This is an optimization exercise on Yosys and OpenROAD, whose aim is small area and a short achievable clock period, not a production implementation. In this exercise RTL edits were held to simulation tests only and were not proved equivalent to the original. Power figures rest on the tool's default switching activity, not on a simulated workload.

Setup of old:
==> flow/design.v (excerpt) <==
module data_mem_sized #(
  parameter int DEPTH     = 64,
  parameter int ADDR_W    = 8,
  parameter int LATENCY   = 1,
  parameter int INIT_MODE = 1
) (
  input  logic              clk,
  input  logic              rst,
  input  logic              req_valid,
  output logic              req_ready,
  input  logic              req_we,
  input  logic [1:0]        req_size,
  input  logic              req_unsigned,
  input  logic [ADDR_W-1:0] req_addr,
  input  logic [31:0]       req_wdata,
  output logic              resp_valid,
  output logic [31:0]       resp_rdata,
  output logic              resp_err,
  output logic              init_busy
);
  logic [2047:0] mem_q;    
  logic [2047:0] mem_d;
  logic        busy_q;
  logic        ready_q;
  logic [5:0]  cnt_q;
  logic        resp_valid_q;
  logic        resp_err_q;
  logic        req_err;
  logic        accept;
  logic        st;
  logic [31:0] rd_word;
  logic [31:0] load_data;
  logic [3:0]  lane_mask;
  logic [31:0] lane_data;
  assign accept = req_valid && !busy_q && !rst;
  always_comb begin
    case (req_size)
      2'b00:   req_err = 1'b0;
      2'b01:   req_err = req_addr[0];
      2'b10:   req_err = |req_addr[1:0];
      default: req_err = 1'b1;
    endcase
  end
  logic [7:0]  pre_lo, pre_hi;
  logic [63:0] rowsel;
  always_comb begin
    for (int i = 0; i < 8; i++) begin
  ...
Size: ~6800 cells after synthesis, roughly 2100 flip-flops, ~83 I/O pins, ~76000 um^2 of cells after synthesis.
make LEC_CHECK=0 CAP_MARGIN=20 CORE_MARGIN=2 CORE_UTILIZATION=47 CTS_CLUSTER_DIAMETER=100 CTS_CLUSTER_SIZE=25 PLACE_DENSITY=0.7 SETUP_SLACK_MARGIN=5 SLEW_MARGIN=20 SYNTH_HIERARCHICAL=1 TNS_END_PERCENT=100 finish   # period 8.0 ns
run.sh (not shown) runs the stock make flow with config.mk's settings and CLKGATE_MAP_FILE= SYNTH_SCRIPT=/design/flow/synth_recipe.tcl, a recipe that flattens the netlist after the stock synthesis.
## Diff of input files: new against old
# old
export LEC_CHECK = 0
export CAP_MARGIN = 20
export CORE_MARGIN = 2
export CORE_UTILIZATION = 47
export CTS_CLUSTER_DIAMETER = 100
export CTS_CLUSTER_SIZE = 25
export PLACE_DENSITY = 0.7
export SETUP_SLACK_MARGIN = 5
export SLEW_MARGIN = 20
export SYNTH_HIERARCHICAL = 1
export TNS_END_PERCENT = 100
create_clock -name core_clock -period 8.0 [get_ports {clk}]
# new
export LEC_CHECK = 0
export CAP_MARGIN = 20
export CORE_MARGIN = 2
export CORE_UTILIZATION = 40
export CTS_CLUSTER_DIAMETER = 100
export CTS_CLUSTER_SIZE = 25
export PLACE_DENSITY = 0.5
export SETUP_SLACK_MARGIN = 4.7
export SLEW_MARGIN = 20
export SYNTH_HIERARCHICAL = 1
export TNS_END_PERCENT = 100
create_clock -name core_clock -period 8.0 [get_ports {clk}]
## What came out
- Summary of new over old: wire length the detailed router placed on met1 now sits higher; final layout net count went down by 219; total power increased by about 1.3% relative to the old numbers; via count of the first global-routing pass down about 7%.


## rev 12
The RTL this note starts from:
==> flow/design.v <==
`default_nettype none
module dm_a22o (
  input  logic a1, a2, b1, b2,
  output logic x
);
  assign x = (a1 & a2) | (b1 & b2);
endmodule
module dm_rd8 (
  input  logic [7:0] s,
  input  logic [7:0] d,
  output logic       y
);
  logic [3:0] t;
  for (genvar i = 0; i < 4; i++) begin : g_t
    assign t[i] = ~((s[2*i] & d[2*i]) | (s[2*i+1] & d[2*i+1]));
  end
  assign y = ~&t;
endmodule
module dm_nand4 (
  input  logic a, b, c, d,
  output logic y
);
  assign y = ~(a & b & c & d);
endmodule
module dm_sign (
  input  logic [3:0] sel,
  input  logic [3:0] b7,
  output logic       s
);
  assign s = |(sel & b7);
endmodule
module dm_nor2 (
  input  logic a, b,
  output logic y
);
  assign y = ~(a | b);
endmodule
module data_mem_sized #(
  parameter int DEPTH     = 64,
  parameter int ADDR_W    = 8,
  parameter int LATENCY   = 1,
  parameter int INIT_MODE = 1
) (
  input  logic              clk,
  input  logic              rst,
  input  logic              req_valid,
  output logic              req_ready,
  input  logic              req_we,
  input  logic [1:0]        req_size,
  input  logic              req_unsigned,
  input  logic [ADDR_W-1:0] req_addr,
  input  logic [31:0]       req_wdata,
  output logic              resp_valid,
  output logic [31:0]       resp_rdata,
  output logic              resp_err,
  output logic              init_busy
);
  logic [2047:0] mem_q;    
  logic [2047:0] mem_d;
  logic        busy_q;
  logic        ready_q;
  logic [5:0]  cnt_q;
  logic        resp_valid_q;
  logic [31:0] resp_rdata_q;
  logic        resp_err_q;
  logic        req_err;
  logic        accept;
  logic        st;
  logic [31:0] rd_word;
  logic [31:0] load_data;
  logic [3:0]  lane_mask;
  logic [31:0] lane_data;
  assign accept = req_valid && !busy_q && !rst;
  always_comb begin
    case (req_size)
      2'b00:   req_err = 1'b0;
      2'b01:   req_err = req_addr[0];
      2'b10:   req_err = |req_addr[1:0];
      default: req_err = 1'b1;
    endcase
  end
  logic [7:0]  pre_lo, pre_hi;
  logic [63:0] rowsel;
  always_comb begin
    for (int i = 0; i < 8; i++) begin
      pre_lo[i] = (req_addr[4:2] == 3'(i));
      pre_hi[i] = (req_addr[7:5] == 3'(i));
    end
    for (int w = 0; w < 64; w++) rowsel[w] = pre_lo[w % 8] && pre_hi[w / 8];
  end
  for (genvar j = 0; j < 32; j++) begin : g_rcol
    logic [7:0]  t2;
    logic [3:0]  t3;
    for (genvar g = 0; g < 8; g++) begin : g_l2
      logic [7:0] dcol;
      for (genvar i = 0; i < 8; i++) begin : g_d
        assign dcol[i] = mem_q[32*(8*g+i)+j];
      end
      dm_rd8 u_g (.s(rowsel[8*g +: 8]), .d(dcol), .y(t2[g]));
    end
    for (genvar g = 0; g < 4; g++) begin : g_l3
      dm_nor2 u_g (.a(t2[2*g]), .b(t2[2*g+1]), .y(t3[g]));
    end
    dm_nand4 u_l4 (.a(t3[0]), .b(t3[1]), .c(t3[2]), .d(t3[3]), .y(rd_word[j]));
  end
  logic       ld;           
  logic [3:0] sel0;         
  logic       sel1_lo;      
  logic       sel1_hi;      
  logic       selw;         
  logic [3:0] ssel;         
  logic [3:0] ssel_b;       
  assign ld = !req_we && !req_err;
  always_comb begin
    sel0    = 4'b0000;
    sel1_lo = 1'b0;
    sel1_hi = 1'b0;
    selw    = 1'b0;
    ssel    = 4'b0000;
    case (req_size)
      2'b00: begin
        sel0 = 4'b0001 << req_addr[1:0];
        ssel = req_unsigned ? 4'b0000 : (4'b0001 << req_addr[1:0]);
      end
      2'b01: begin
        sel0    = req_addr[1] ? 4'b0100 : 4'b0001;
        sel1_lo = !req_addr[1];
        sel1_hi = req_addr[1];
        ssel    = req_unsigned ? 4'b0000 : (req_addr[1] ? 4'b1000 : 4'b0010);
      end
      default: begin
        sel0    = 4'b0001;
        sel1_lo = 1'b1;
        selw    = 1'b1;
      end
    endcase
    ssel_b = (req_size == 2'b00) ? ssel : 4'b0000;
    if (!ld) begin
      ssel_b  = 4'b0000;
      sel0    = 4'b0000;
      sel1_lo = 1'b0;
      sel1_hi = 1'b0;
      selw    = 1'b0;
      ssel    = 4'b0000;
    end
  end
  logic [2:0] sgn;
  for (genvar c = 0; c < 3; c++) begin : g_sgn
    dm_sign u_sgn (.sel(c == 0 ? ssel_b : ssel),
                   .b7({rd_word[31], rd_word[23], rd_word[15], rd_word[7]}), .s(sgn[c]));
  end
  always_comb begin
    for (int k = 0; k < 8; k++) begin
      load_data[k]    = (sel0[0] & rd_word[k])      | (sel0[1] & rd_word[8+k])
                      | (sel0[2] & rd_word[16+k])   | (sel0[3] & rd_word[24+k]);
      load_data[8+k]  = (sel1_lo & rd_word[8+k]) | (sel1_hi & rd_word[24+k]) | sgn[0];
      load_data[16+k] = (selw & rd_word[16+k]) | sgn[1];
      load_data[24+k] = (selw & rd_word[24+k]) | sgn[2];
    end
  end
  assign st = accept && req_we && !req_err;
  always_comb begin
    case (req_size)
      2'b00: begin
        lane_mask = 4'b0001 << req_addr[1:0];
        lane_data = {4{req_wdata[7:0]}};
      end
      2'b01: begin
        lane_mask = req_addr[1] ? 4'b1100 : 4'b0011;
        lane_data = {2{req_wdata[15:0]}};
      end
      default: begin
        lane_mask = 4'b1111;
        lane_data = req_wdata;
      end
    endcase
  end
  logic [3:0]  lane_en;
  logic [31:0] wd0, wd1;
  assign lane_en = st ? lane_mask : 4'h0;
  assign wd0 = busy_q ? 32'h0 : lane_data;
  assign wd1 = busy_q ? 32'h1F : lane_data;
  for (genvar w = 0; w < 64; w++) begin : g_word
    for (genvar b = 0; b < 4; b++) begin : g_lane
      logic wen, hold;
      assign wen  = (rowsel[w] & lane_en[b]) | busy_q;
      assign hold = ~((rowsel[w] & lane_en[b]) | busy_q);
      for (genvar j = 0; j < 8; j++) begin : g_bit
        localparam int K = 8*b + j;
        dm_a22o u_nxt (
          .a1(wen),  .a2((((w % 32) >> K) & 1) != 0 ? wd1[K] : wd0[K]),
          .b1(hold), .b2(mem_q[32*w+K]),
          .x(mem_d[32*w+K])
        );
      end
    end
  end
  always_ff @(posedge clk) begin
    mem_q <= mem_d;
  end
  always_ff @(posedge clk) begin
    if (rst) begin
      busy_q  <= 1'b1;
      ready_q <= 1'b0;
      cnt_q   <= 6'd0;
    end else if (busy_q) begin
      cnt_q <= cnt_q + 6'd1;
      if (cnt_q == 6'd63) begin
        busy_q  <= 1'b0;
        ready_q <= 1'b1;
      end
    end
  end
  always_ff @(posedge clk) begin
    resp_valid_q <= accept;
    resp_err_q   <= req_err;
    resp_rdata_q <= load_data;
  end
  assign req_ready  = ready_q;
  assign init_busy  = busy_q;
  assign resp_valid = resp_valid_q;
  assign resp_rdata = resp_rdata_q;
  assign resp_err   = resp_err_q;
endmodule
`default_nettype wire
Settings: LEC_CHECK=0, CAP_MARGIN=20, CORE_MARGIN=2, CORE_UTILIZATION=55, CTS_CLUSTER_DIAMETER=100, CTS_CLUSTER_SIZE=25, PLACE_DENSITY=0.65, SETUP_SLACK_MARGIN=5, SLEW_MARGIN=20, SYNTH_HIERARCHICAL=1, TNS_END_PERCENT=5; clock period 8.0 ns.
[inputs] rev 13 vs rev 12
- CORE_UTILIZATION now 40, was 55
- PLACE_DENSITY now 0.5, was 0.65
==> comparison <==
- DRC violation total after the first TritonRoute iteration: lower on rev 13
- Startpoint of the worst setup timing path: req_addr[6] -> rev 13, req_addr[3] -> rev 12
- The die of rev 13 is larger than the one used in rev 12.
- The run showing the smaller y dimension of the die is rev 12.
- Rev 13 has less setup slack than rev 12.
- When rev 13 is set beside rev 12, its maximum vdd drop turns out to be about 25% smaller.
- Comparing rev 13 and rev 12, the higher detailed-routing iteration count for the pre-antenna-repair pass was measured on rev 12.
- Compared with rev 12, in rev 13 post-layout instance area fell by 550 um2, power rose by 1.9%, clock-cell share of area rose by 0.22 points, shortest clock period the worst path allows after layout rose by 100 ps.

-- port drivers added, routing unchanged --
The flow's constraints put no driver on any port. The routed layouts listed below were extracted and timed again, unchanged, in two steps. Step 1: set_driving_cell puts a clkbuf_16 on clk and a buf_2 on each other input, an assumption about the parent block. Step 2 moves the port delays by t, midway between the first and last clock arrival at a register: inputs arrive t later, outputs are due t later. That takes back most of the time a late clock gives input paths. Three values: no drivers, after step 1, after step 2; two values: the first two.
| run | shift t [ns] | setup WS [ns] | clock arrival spread, ns | slew at the worst register clock pin (ns) | worst slew at a driven data input, ns |
|---|---|---|---|---|---|
| old | 0.885 | 4.497 / 4.401 / 3.871 | 0.047 / 0.047 | 0.11 / 0.11 | 0.21 |
| new | 0.867 | 4.523 / 4.536 / 3.676 | 0.042 / 0.041 | 0.11 / 0.11 | 0.15 |
| rev 12 | 0.837 | 4.467 / 4.307 / 3.469 | 0.029 / 0.029 | 0.11 / 0.11 | 0.36 |
| rev 13 | 0.881 | 4.365 / 4.346 / 3.465 | 0.035 / 0.036 | 0.11 / 0.11 | 0.11 |
After both steps setup and hold are still met in every run listed. For rev 12, which loses most, drivers alone change the setup slack by -0.160 ns; drivers and shift together by -0.998 ns.
